This design comes from an exercise in tuning for small area, a short achievable clock period and few clock cycles per item on the open sky130 flow, not from production work.
At most, simulation tests tie the RTL to the original design; equivalence was not proved.
Power is estimated from default activity; no workload was simulated.

Setup of v10:
// rsfv_top
module rsfv_top (
   input  logic        clock,
   input  logic        reset,
   input  logic        csr_we,
   input  logic [1:0]  csr_index,
   input  logic [7:0]  csr_wdata,
   input  logic        req_valid,
   output logic        req_stall,
   input  logic [1:0]  req_func,
   input  logic [63:0] req_fresh_a,
   input  logic [63:0] req_fresh_b,
   input  logic [63:0] req_fresh_c,
   input  logic        req_use_sequence,
   input  logic [63:0] req_accepted_seq,
   input  logic [63:0] req_value_a,
   input  logic [63:0] req_value_b,
   input  logic [63:0] req_value_c,
   input  logic        req_is_signed,
   output logic        rsp_valid,
   input  logic        rsp_stall,
   output logic [2:0]  rsp_connected_mask,
   output logic        rsp_any_connected,
   output logic [63:0] rsp_result_value,
   output logic        rsp_value_written,
   output logic        rsp_b_c_agree
);
   logic [1:0]  src_cnt_ff;
   logic [7:0]  stale_ff;
   logic        ds_ff;
   logic [63:0] last_ff [0:2];
   logic [2:0]  seen_ff;
   logic [7:0]  age_ff  [0:2];
   logic [2:0]  mask_ff;
   logic        bc_ff;
   logic        ov_ff;
   logic [2:0]  o_mask_ff;
   logic        o_any_ff;
   logic        o_bc_ff;
   logic        o_wr_ff;
  ...
Size: roughly 2,600 cells after synthesis, ~540 I/O pins, roughly 22,000 µm² of cells after synthesis.
Settings: LEC_CHECK=0, CAP_MARGIN=20, CORE_MARGIN=2, CORE_UTILIZATION=60, CTS_BUF_LIST=sky130_fd_sc_hd__clkbuf_16, CTS_CLUSTER_DIAMETER=80, CTS_CLUSTER_SIZE=30, SETUP_SLACK_MARGIN=3.5, SLEW_MARGIN=20, SYNTH_HIERARCHICAL=1, SYNTH_MINIMUM_KEEP_SIZE=0, TNS_END_PERCENT=5; clock period 6.0 ns.
standard.sh (not shown) runs the stock make flow with config.mk's settings and CLKGATE_MAP_FILE= SYNTH_SCRIPT=/design/flow/synth_recipe.tcl, a recipe that flattens the netlist after the stock synthesis.
==> flow/flow/run.sh <==
#!/bin/bash
export BUFFER_PORTS_ARGS="-buffer_cell sky130_fd_sc_hd__buf_1"
bash standard.sh cts > standard_cts.log 2>&1 || exit 1
bash standard.sh SETUP_SLACK_MARGIN=0 > standard.log 2>&1
## Diff of input files: v21 against v10
-- flow/design.v --
<<< v10, line 426
   rsfv_less64 u_ac  (.a(req_value_a), .b(req_value_c), .sgn(req_is_signed), .lt(l_ac), .nlt(nl_ac));
   logic wr_in;
   logic wr_ld;
   logic hold;
   logic k_a;
>>> v21, line 426
   rsfv_less64 u_ac  (.a(req_value_a), .b(req_value_c), .sgn(req_is_signed), .lt(l_ac), .nlt(nl_ac));
   logic wr_in;
   logic hold;
   logic k_a;
<<< v10, line 435
   logic m_bc;
   logic m3;
   always_comb begin
      wr_in = is_comb && mask_ff != 3'b000;
      wr_ld = wr_in && load;
      hold  = ~load;
      k_a   = wr_ld && (mask_ff == 3'b001 ||
                        (ds_ff && (mask_ff == 3'b011 || mask_ff == 3'b101)) ||
                        (ds_ff && mask_ff == 3'b111 && !bc_ff));
      k_b   = wr_ld && (mask_ff == 3'b010 || (ds_ff && mask_ff == 3'b110) ||
                        (ds_ff && mask_ff == 3'b111 && bc_ff));
      k_c   = wr_ld && mask_ff == 3'b100;
      m_ab  = wr_ld && !ds_ff && mask_ff == 3'b011;
      m_ac  = wr_ld && !ds_ff && mask_ff == 3'b101;
      m_bc  = wr_ld && !ds_ff && mask_ff == 3'b110;
      m3    = wr_ld && !ds_ff && mask_ff == 3'b111;
   end
   logic [3:0] ta;
   logic [3:0] tb;
>>> v21, line 434
   logic m_bc;
   logic m3;
   logic load_c;
   logic k_a_w, k_b_w, k_c_w, m_ab_w, m_ac_w, m_bc_w, m3_w;
   always_comb begin
      wr_in  = is_comb && mask_ff != 3'b000;
      k_a_w  = wr_in && (mask_ff == 3'b001 ||
                         (ds_ff && (mask_ff == 3'b011 || mask_ff == 3'b101)) ||
                         (ds_ff && mask_ff == 3'b111 && !bc_ff));
      k_b_w  = wr_in && (mask_ff == 3'b010 || (ds_ff && mask_ff == 3'b110) ||
                         (ds_ff && mask_ff == 3'b111 && bc_ff));
      k_c_w  = wr_in && mask_ff == 3'b100;
      m_ab_w = wr_in && !ds_ff && mask_ff == 3'b011;
      m_ac_w = wr_in && !ds_ff && mask_ff == 3'b101;
      m_bc_w = wr_in && !ds_ff && mask_ff == 3'b110;
      m3_w   = wr_in && !ds_ff && mask_ff == 3'b111;
   end
   rsfv_nand2 u_load_c (.a(ov_ff), .b(rsp_stall), .y(load_c));
   rsfv_and2  u_hold   (.a(ov_ff), .b(rsp_stall), .y(hold));
   rsfv_and2  u_ka  (.a(load_c), .b(k_a_w),  .y(k_a));
   rsfv_and2  u_kb  (.a(load_c), .b(k_b_w),  .y(k_b));
   rsfv_and2  u_kc  (.a(load_c), .b(k_c_w),  .y(k_c));
   rsfv_and2  u_mab (.a(load_c), .b(m_ab_w), .y(m_ab));
   rsfv_and2  u_mac (.a(load_c), .b(m_ac_w), .y(m_ac));
   rsfv_and2  u_mbc (.a(load_c), .b(m_bc_w), .y(m_bc));
   rsfv_and2  u_m3  (.a(load_c), .b(m3_w),   .y(m3));
   logic [3:0] ta;
   logic [3:0] tb;
Going from v10 to v21, number of buffers inserted to repair setup after CTS increased 3; half-perimeter wire length of the detailed placement result decreased 360 µm.
Between v10 and v21, the flow reports non-clock buffer count in the final layout increasing slightly.
Measured against each other, v10 and v21 differ in pin slew with the least headroom to its limit, the lower figure coming from v21.
Looking at the reports, v21 completed the entire flow and the layout it produced met the timing, design-rule and antenna checks.
As far as area taken by flip-flops and latches goes, v21 and v10 are indistinguishable; the numbers are identical.
Number of standard cells after synthesis across v10 and v21: no real change.
Comparing v10 and v21, the lower post-route clock period utilization was measured on v21.
Testbench counts of v21, summed over its fixed seeds: cycles 8,208, items 8,192.
Only the layout flow was run in v10; the RTL was not checked for function there.

## before
RTL: one of the versions met above, not the one the previous note started from.
Size in the first run: roughly 2600 cells after synthesis, roughly 540 I/O pins, about 22000 µm² of cells after synthesis.
Settings: LEC_CHECK=0, CAP_MARGIN=20, CORE_MARGIN=2, CORE_UTILIZATION=60, CTS_BUF_LIST=sky130_fd_sc_hd__clkbuf_4 sky130_fd_sc_hd__clkbuf_8, SETUP_SLACK_MARGIN=3.5, SLEW_MARGIN=20, SYNTH_HIERARCHICAL=1, SYNTH_MINIMUM_KEEP_SIZE=0, TNS_END_PERCENT=5; clock period 6.0 ns.
Scripts as last shown in full above: flow/flow/run.sh
before | stages: all done | timing, DRC, antenna: all pass
Testbench counts of before, summed over its fixed seeds: cycles 8,208, items 8,192.
What after does differently from before at the input level:
--- a/flow/design.v
+++ b/flow/design.v
@@ -453,53 +453,53 @@
    rsfv_and2  u_ka  (.a(load_c), .b(k_a_w),  .y(k_a));
    rsfv_and2  u_kb  (.a(load_c), .b(k_b_w),  .y(k_b));
    rsfv_and2  u_kc  (.a(load_c), .b(k_c_w),  .y(k_c));
    rsfv_and2  u_mab (.a(load_c), .b(m_ab_w), .y(m_ab));
    rsfv_and2  u_mac (.a(load_c), .b(m_ac_w), .y(m_ac));
    rsfv_and2  u_mbc (.a(load_c), .b(m_bc_w), .y(m_bc));
    rsfv_and2  u_m3  (.a(load_c), .b(m3_w),   .y(m3));
    logic [3:0] ta;
    logic [3:0] tb;
    logic [3:0] tc;
-   logic [3:0] sel_a;
-   logic [3:0] sel_b;
-   logic [3:0] sel_c;
+   logic [7:0] sel_a;
+   logic [7:0] sel_b;
+   logic [7:0] sel_c;
    rsfv_a21oi u_ta0 (.a1(m_ab), .a2(nl_ab), .b1(k_a), .y(ta[0]));
    rsfv_nand2 u_ta1 (.a(m_ac), .b(nl_ac), .y(ta[1]));
    rsfv_nand4 u_ta2 (.a(m3), .b(nl_ab), .c(l_bc), .d(l_ac), .y(ta[2]));
    rsfv_nand4 u_ta3 (.a(m3), .b(l_ab), .c(nl_bc), .d(nl_ac), .y(ta[3]));
-   for (genvar q = 0; q < 4; q++) begin : g_sa
+   for (genvar q = 0; q < 8; q++) begin : g_sa
       rsfv_nand4 u_s (.a(ta[0]), .b(ta[1]), .c(ta[2]), .d(ta[3]), .y(sel_a[q]));
    end
    rsfv_a21oi u_tb0 (.a1(m_ab), .a2(l_ab), .b1(k_b), .y(tb[0]));
    rsfv_nand2 u_tb1 (.a(m_bc), .b(nl_bc), .y(tb[1]));
    rsfv_nand3 u_tb2 (.a(m3), .b(l_ab), .c(l_bc), .y(tb[2]));
    rsfv_nand3 u_tb3 (.a(m3), .b(nl_ab), .c(nl_bc), .y(tb[3]));
-   for (genvar q = 0; q < 4; q++) begin : g_sb
+   for (genvar q = 0; q < 8; q++) begin : g_sb
       rsfv_nand4 u_s (.a(tb[0]), .b(tb[1]), .c(tb[2]), .d(tb[3]), .y(sel_b[q]));
    end
    rsfv_a21oi u_tc0 (.a1(m_ac), .a2(l_ac), .b1(k_c), .y(tc[0]));
    rsfv_nand2 u_tc1 (.a(m_bc), .b(l_bc), .y(tc[1]));
    rsfv_nand4 u_tc2 (.a(m3), .b(nl_ab), .c(l_bc), .d(nl_ac), .y(tc[2]));
    rsfv_nand4 u_tc3 (.a(m3), .b(l_ab), .c(nl_bc), .d(l_ac), .y(tc[3]));
-   for (genvar q = 0; q < 4; q++) begin : g_sc
+   for (genvar q = 0; q < 8; q++) begin : g_sc
       rsfv_nand4 u_s (.a(tc[0]), .b(tc[1]), .c(tc[2]), .d(tc[3]), .y(sel_c[q]));
    end
    logic [63:0] na;
    logic [63:0] nb;
    logic [63:0] nc;
    logic [63:0] nq;
    logic [63:0] val_d;
    for (genvar i = 0; i < 64; i++) begin : g_val
-      rsfv_nand2 u_a (.a(sel_a[i/16]), .b(req_value_a[i]), .y(na[i]));
-      rsfv_nand2 u_b (.a(sel_b[i/16]), .b(req_value_b[i]), .y(nb[i]));
-      rsfv_nand2 u_c (.a(sel_c[i/16]), .b(req_value_c[i]), .y(nc[i]));
+      rsfv_nand2 u_a (.a(sel_a[i/8]), .b(req_value_a[i]), .y(na[i]));
+      rsfv_nand2 u_b (.a(sel_b[i/8]), .b(req_value_b[i]), .y(nb[i]));
+      rsfv_nand2 u_c (.a(sel_c[i/8]), .b(req_value_c[i]), .y(nc[i]));
       rsfv_nand2 u_q (.a(hold), .b(o_val_ff[i]), .y(nq[i]));
       rsfv_nand4 u_o (.a(na[i]), .b(nb[i]), .c(nc[i]), .d(nq[i]), .y(val_d[i]));
    end
    rsfv_nand3 u_any (.a(n_rsp_mask[0]), .b(n_rsp_mask[1]), .c(n_rsp_mask[2]), .y(rsp_any));
    always_ff @(posedge clock) begin
       if (reset)
          ov_ff <= 1'b0;
       else if (load)
          ov_ff <= req_valid;
    end
==> summary.txt <==
Higher design area goes to after over before. Lower internal portion of total power was reported by after, not before. Looking only at detail-routed net length per standard cell, and setting everything else aside, the higher value of after and before goes to after. In the flow results for after and before, the via count of the first global-routing pass is larger on before. Going from before to after, wire length of the first global-routing pass went up 1.3%; core occupancy in the finished layout now larger. Setup slack in after is larger than in before. Taking before as the reference point, the pin slew with the least headroom to its limit of after rises by 63 ps. Cell area after synthesis: after and before compared, higher one is after. Any difference in final-layout non-clock buffer area share between before and after is small enough to ignore. | share of the clock period used by the worst path | lower: after |. Summary of after over before: cell count went up by 0.94%; data required time at the worst endpoint went up by 70 ps.
Testbench counts of after, summed over its fixed seeds: cycles 8,208, items 8,192.

==> separate check: timing with driven ports <==
Ports are ideal in the flow. The routed layouts listed here were re-timed in OpenROAD.
Step 1: set_driving_cell puts a clkbuf_16 on clock and a buf_2 on each other input, an assumption about the parent block.
Step 2 adds t to the input delays and takes it off the output delays; t is the mean of the earliest and latest rising clock arrival at the registers after step 1. Input paths then give back, and output paths get back, about the clock's delay inside the block.
Slacks: ideal ports / drivers / drivers and shift; pairs: ideal ports / drivers.
run	t, ns	setup slack, ns	worst data-port slew with drivers (ns)
v10	0.609	2.973 / 2.977 / 2.367	0.12
v21	0.613	3.015 / 2.975 / 2.362	0.13
before	0.702	3.100 / 3.059 / 2.357	0.15
after	0.695	3.111 / 3.077 / 2.382	0.13
After both steps every run listed still meets setup and hold. The setup slack of before, which loses most, moves by -0.041 ns with the drivers and by -0.743 ns with both steps.
